What follows belongs to an exercise in optimizing a design on an open flow for small area; a production flow would make more cautious choices. Where RTL was checked, it was by simulation tests only, not by an equivalence proof against the original. Power is estimated from default activity; no workload was simulated.

Design wallaceTree, start of the top module:
module wallaceTree
(
	input logic clk,
	input logic rstN,
	input logic [337:0] rows,
	input logic inValid,
	output logic [47:0] product,
	output logic outValid
);
For scale: about 690 cells after synthesis, ~180 flip-flops.
clock: 3.0 ns
lec_check: 0
cap_margin: 20
core_margin: 2
core_utilization: 40
slew_margin: 20
synth_hierarchical: 1
standard.sh (not shown) runs the stock make flow with config.mk's settings and CLKGATE_MAP_FILE= SYNTH_SCRIPT=/design/flow/synth_recipe.tcl, a recipe that flattens the netlist after the stock synthesis.
==> flow/flow/run.sh <==
#!/bin/bash
# Standard layout with smaller port buffers and no CTS dummy loads.
export BUFFER_PORTS_ARGS="-buffer_cell sky130_fd_sc_hd__buf_1"
export CTS_ARGS="-sink_clustering_enable -repair_clock_nets -dont_use_dummy_load -buf_list {sky130_fd_sc_hd__clkbuf_4 sky130_fd_sc_hd__clkbuf_8} -sink_clustering_size 30 -sink_clustering_max_diameter 100"
bash standard.sh > standard.log 2>&1
status=$?
tail -20 standard.log
exit $status
Edit:
==> flow/flow/run.sh (replaced) <==
#!/bin/bash
# Standard layout with smaller port buffers and no CTS dummy loads.
export BUFFER_PORTS_ARGS="-buffer_cell sky130_fd_sc_hd__buf_1"
export CTS_ARGS="-sink_clustering_enable -repair_clock_nets -dont_use_dummy_load -buf_list {sky130_fd_sc_hd__clkbuf_8} -sink_clustering_size 50 -sink_clustering_max_diameter 200"
bash standard.sh > standard.log 2>&1
status=$?
tail -20 standard.log
exit $status
Effect:
- The new run completed without violations
- worst setup slack does not change
- total power is unchanged
- sequential share of layout area stays the same
- design area is unchanged


wallaceTree, a different RTL version from the one above (not shown whole).
Size in the first run: ~660 cells after synthesis, roughly 180 flip-flops, about 11,000 um^2 of cells after synthesis.
==> flow/config.mk <==
export PLATFORM = sky130hd
export DESIGN_NAME = wallaceTree
export DESIGN_NICKNAME = wallaceTree
export VERILOG_FILES = /design/flow/design.v
export SDC_FILE = /design/flow/constraint.sdc
export NUM_CORES = 4
export LEC_CHECK = 0
export CAP_MARGIN = 20
export CORE_MARGIN = 2
export CORE_UTILIZATION = 30
export GPL_ROUTABILITY_DRIVEN = 0
export GPL_TIMING_DRIVEN = 0
export SLEW_MARGIN = 20
export SYNTH_HIERARCHICAL = 1
==> flow/constraint.sdc <==
create_clock -name core_clock -period 3.0 [get_ports {clk}]
set_input_delay 0.6000 -clock core_clock [delete_from_list [all_inputs] [get_ports {clk}]]
set_output_delay 0.6000 -clock core_clock [all_outputs]
set_load 0.01 [all_outputs]
==> flow/flow/run.sh <==
#!/bin/bash
# Standard layout with smaller port buffers and no CTS dummy loads.
export BUFFER_PORTS_ARGS="-buffer_cell sky130_fd_sc_hd__buf_1"
export CTS_ARGS="-sink_clustering_enable -repair_clock_nets -dont_use_dummy_load -buf_list {sky130_fd_sc_hd__clkbuf_4 sky130_fd_sc_hd__clkbuf_8} -sink_clustering_size 30 -sink_clustering_max_diameter 100"
bash standard.sh > standard.log 2>&1
status=$?
tail -20 standard.log
exit $status
Change:
--- a/flow/config.mk
+++ b/flow/config.mk
@@ -10,3 +10 @@
-export CORE_UTILIZATION = 30
-export GPL_ROUTABILITY_DRIVEN = 0
-export GPL_TIMING_DRIVEN = 0
+export CORE_UTILIZATION = 45
The new run finished with timing, DRC and antenna clean. Total power barely changes. Routed wire length decreases by 3.9%. First-iteration DRC count increases by 2.4%. Design area decreases by 0.96%. Hold slack is worse by 3.9 ps. Global-route usage increases by 5.8 points. Critical path depth is unchanged. Worst setup slack is better by 41 ps.
Change:
--- a/flow/config.mk
+++ b/flow/config.mk
@@ -10 +10,2 @@
-export CORE_UTILIZATION = 45
+export CORE_UTILIZATION = 30
+export GPL_TIMING_DRIVEN = 0
Effect: The changed run finished clean; die area rises by well over a third; non-clock buffer count drops by 5; hold slack improved by 3.9 ps.
Change:
--- a/flow/config.mk
+++ b/flow/config.mk
@@ -7,0 +8 @@
+export ABC_AREA = 1
@@ -11 +11,0 @@
-export GPL_TIMING_DRIVEN = 0
Outcome: Utilization increases by 0.19 points; design area increases by 1.0%; sequential power barely changes; synthesized cell count increases by 6.4%.
Change:
--- a/flow/config.mk
+++ b/flow/config.mk
@@ -8 +7,0 @@
-export ABC_AREA = 1
@@ -11 +10 @@
-export CORE_UTILIZATION = 30
+export CORE_UTILIZATION = 35
- via count came out lower by about 1.3%
- wire length drops by 0.64%
- utilization went up by 5.9 points
- worst setup slack degrades by 48 ps
- design area falls by about 1.2%


Another version of the RTL of wallaceTree (not shown whole).
Size in the first run: roughly 190 flip-flops, roughly 11000 um^2 of cells after synthesis.
clock: 3.0 ns
lec_check: 0
cap_margin: 20
core_margin: 2
core_utilization: 40
slew_margin: 20
synth_hierarchical: 1
Scripts as last shown in full above: flow/flow/run.sh
The baseline completed without violations.
Change:
Settings changed: ABC_AREA set to 1.
After rerunning: The changed run ran to the end with no violations; cell area barely changes; sequential share of layout area stays flat; routed wire length increases by about 7%; worst setup slack gets worse by 0.021 ns; via count went up by about 1.4%; cell count increases by 3.8%; power is about the same.
Change:
==> flow/flow/run.sh (replaced) <==
#!/bin/bash
# Standard layout with smaller port buffers and no CTS dummy loads.
export BUFFER_PORTS_ARGS="-buffer_cell sky130_fd_sc_hd__buf_1"
export CTS_ARGS="-sink_clustering_enable -repair_clock_nets -dont_use_dummy_load"
bash standard.sh > standard.log 2>&1
status=$?
tail -20 standard.log
exit $status
Settings changed: ABC_AREA 1 to unset.
- core utilization rose by 1.0 points
- routed wire length fell by 6.5%
- clock skew fell by 0.021 ns
Function was not checked in any run of this note: the RTL went through the layout flow alone.


## v56
wallaceTree with an RTL version that a note above also has.
For scale: ~660 cells after synthesis, ~180 flip-flops, ~390 I/O pins.
// wallaceTree
module wallaceTree
(
	input logic clk,
	input logic rstN,
	input logic [337:0] rows,
	input logic inValid,
	output logic [47:0] product,
	output logic outValid
);
export LEC_CHECK = 0
export CAP_MARGIN = 20
export CORE_MARGIN = 2
export CORE_UTILIZATION = 30
export SLEW_MARGIN = 20
export SYNTH_HIERARCHICAL = 1
create_clock -name core_clock -period 3.0 [get_ports {clk}]
==> flow/flow/run.sh <==
#!/bin/bash
# Standard layout with smaller port buffers and no CTS dummy loads.
export BUFFER_PORTS_ARGS="-buffer_cell sky130_fd_sc_hd__buf_1"
export CTS_ARGS="-sink_clustering_enable -repair_clock_nets -dont_use_dummy_load -buf_list {sky130_fd_sc_hd__clkbuf_4 sky130_fd_sc_hd__clkbuf_8} -sink_clustering_size 30 -sink_clustering_max_diameter 100"
bash standard.sh > standard.log 2>&1
status=$?
tail -20 standard.log
exit $status
Here is what was changed in the inputs of v48 compared with v56.
Settings: putting PLACE_DENSITY at 0.5 where nothing was set; putting GPL_TIMING_DRIVEN at 0 where nothing was set.
[summary]
Synthesis-to-finish area growth: v48 < v56
Diff v56 -> v48 | first-pass GRT wire length | up slightly
On peak ir drop on the vdd network: between v48 and v56, it ends up higher for v48.
Overall track demand over capacity in global routing up 0.19 points in v48 wrt v56
Relative to v56, cell area after placement has decreased by about 0.4% in v48.
Relative to v56, top achievable clock speed has decreased by 0.36% in v48.
Any difference in global-route met3 utilization between v56 and v48 is small enough to ignore.
The run showing the smaller number of standard cells in the layout, taps in and fillers out is v48.
Summary: setup clock skew after layout, v48 better than v56
Input-level comparison between v47 and v48:
Settings: PLACE_DENSITY now 0.7, was 0.5.
==> run notes <==
- v47 | status: complete | timing, DRC, antenna: pass
- v48: full flow OK, the timing, design-rule and antenna checks passed
- On non-clock buffer total of the final layout, v47 and v48 are basically level.
- | worst setup margin | v47 vs v48 | worse |
- As far as synthesized cell count goes, v47 and v48 are indistinguishable; the numbers are identical.
- Between v47 and v48, the wire length on met3 is lower for v47.
- Power essentially unchanged between v47 and v48.
- Via count of the first global-routing pass | v47 above v48
- Max freq v48 -> v47: degraded
- Launching instance or port of the critical path = rows[108]: v48; launching instance or port of the critical path = rows[23]: v47
- Filler-free cell count of the finished design: v47 vs v48 — no meaningful difference
- Area fraction in and, or, nand and nor cells after synthesis: v47 vs v48 identical
- v47 vs v48: total wire length down

-- what the ideal ports hide --
Ports are ideal in the flow. The routed layouts listed here were re-timed in OpenROAD. Step 1 (the two cells are an assumption about what drives the block):
set clk [get_ports {clk}]
set_driving_cell -lib_cell sky130_fd_sc_hd__clkbuf_16 $clk
set_driving_cell -lib_cell sky130_fd_sc_hd__buf_2 [delete_from_list [all_inputs] $clk]
Step 2 moves the port delays by t, midway between the first and last clock arrival at a register: inputs arrive t later, outputs are due t later. That takes back most of the time a late clock gives input paths. a / b / c = ideal ports / drivers / drivers and shift; a / b = the first two.
run | t (ns) | setup slack, ns | worst setup path at the end | latest minus earliest clock arrival (ns) | worst data-port slew with drivers (ns)
the first run of note 1 | 0.475 | 0.161 / 0.182 / -0.293 | input to register | 0.047 / 0.046 | 0.06
the second run of note 1 | 0.475 | 0.161 / 0.182 / -0.293 | input to register | 0.047 / 0.046 | 0.06
the first run of note 2 | 0.478 | 0.090 / 0.106 / -0.372 | input to register | 0.036 / 0.036 | 0.09
the second run of note 2 | 0.471 | 0.131 / 0.146 / -0.324 | input to register | 0.035 / 0.035 | 0.06
the third run of note 2 | 0.478 | 0.090 / 0.106 / -0.372 | input to register | 0.036 / 0.036 | 0.09
the fourth run of note 2 | 0.491 | 0.168 / 0.187 / -0.304 | input to register | 0.027 / 0.027 | 0.05
the fifth run of note 2 | 0.471 | 0.119 / 0.138 / -0.333 | input to register | 0.038 / 0.037 | 0.07
the first run of note 3 | 0.469 | 0.160 / 0.176 / -0.289 | input to register | 0.043 / 0.044 | 0.07
the second run of note 3 | 0.474 | 0.139 / 0.139 / -0.335 | input to register | 0.050 / 0.050 | 0.06
the third run of note 3 | 0.450 | 0.133 / 0.154 / -0.296 | input to register | 0.030 / 0.030 | 0.07
v56 | 0.485 | 0.147 / 0.150 / -0.321 | input to register | 0.033 / 0.032 | 0.07
v48 | 0.491 | 0.137 / 0.156 / -0.335 | input to register | 0.037 / 0.038 | 0.06
v47 | 0.502 | 0.085 / 0.105 / -0.398 | input to register | 0.021 / 0.021 | 0.08
With both steps, setup timing fails in every run listed, where it was met with ideal ports. For v47, which loses most, drivers alone change the setup slack by +0.020 ns; drivers and shift together by -0.483 ns.
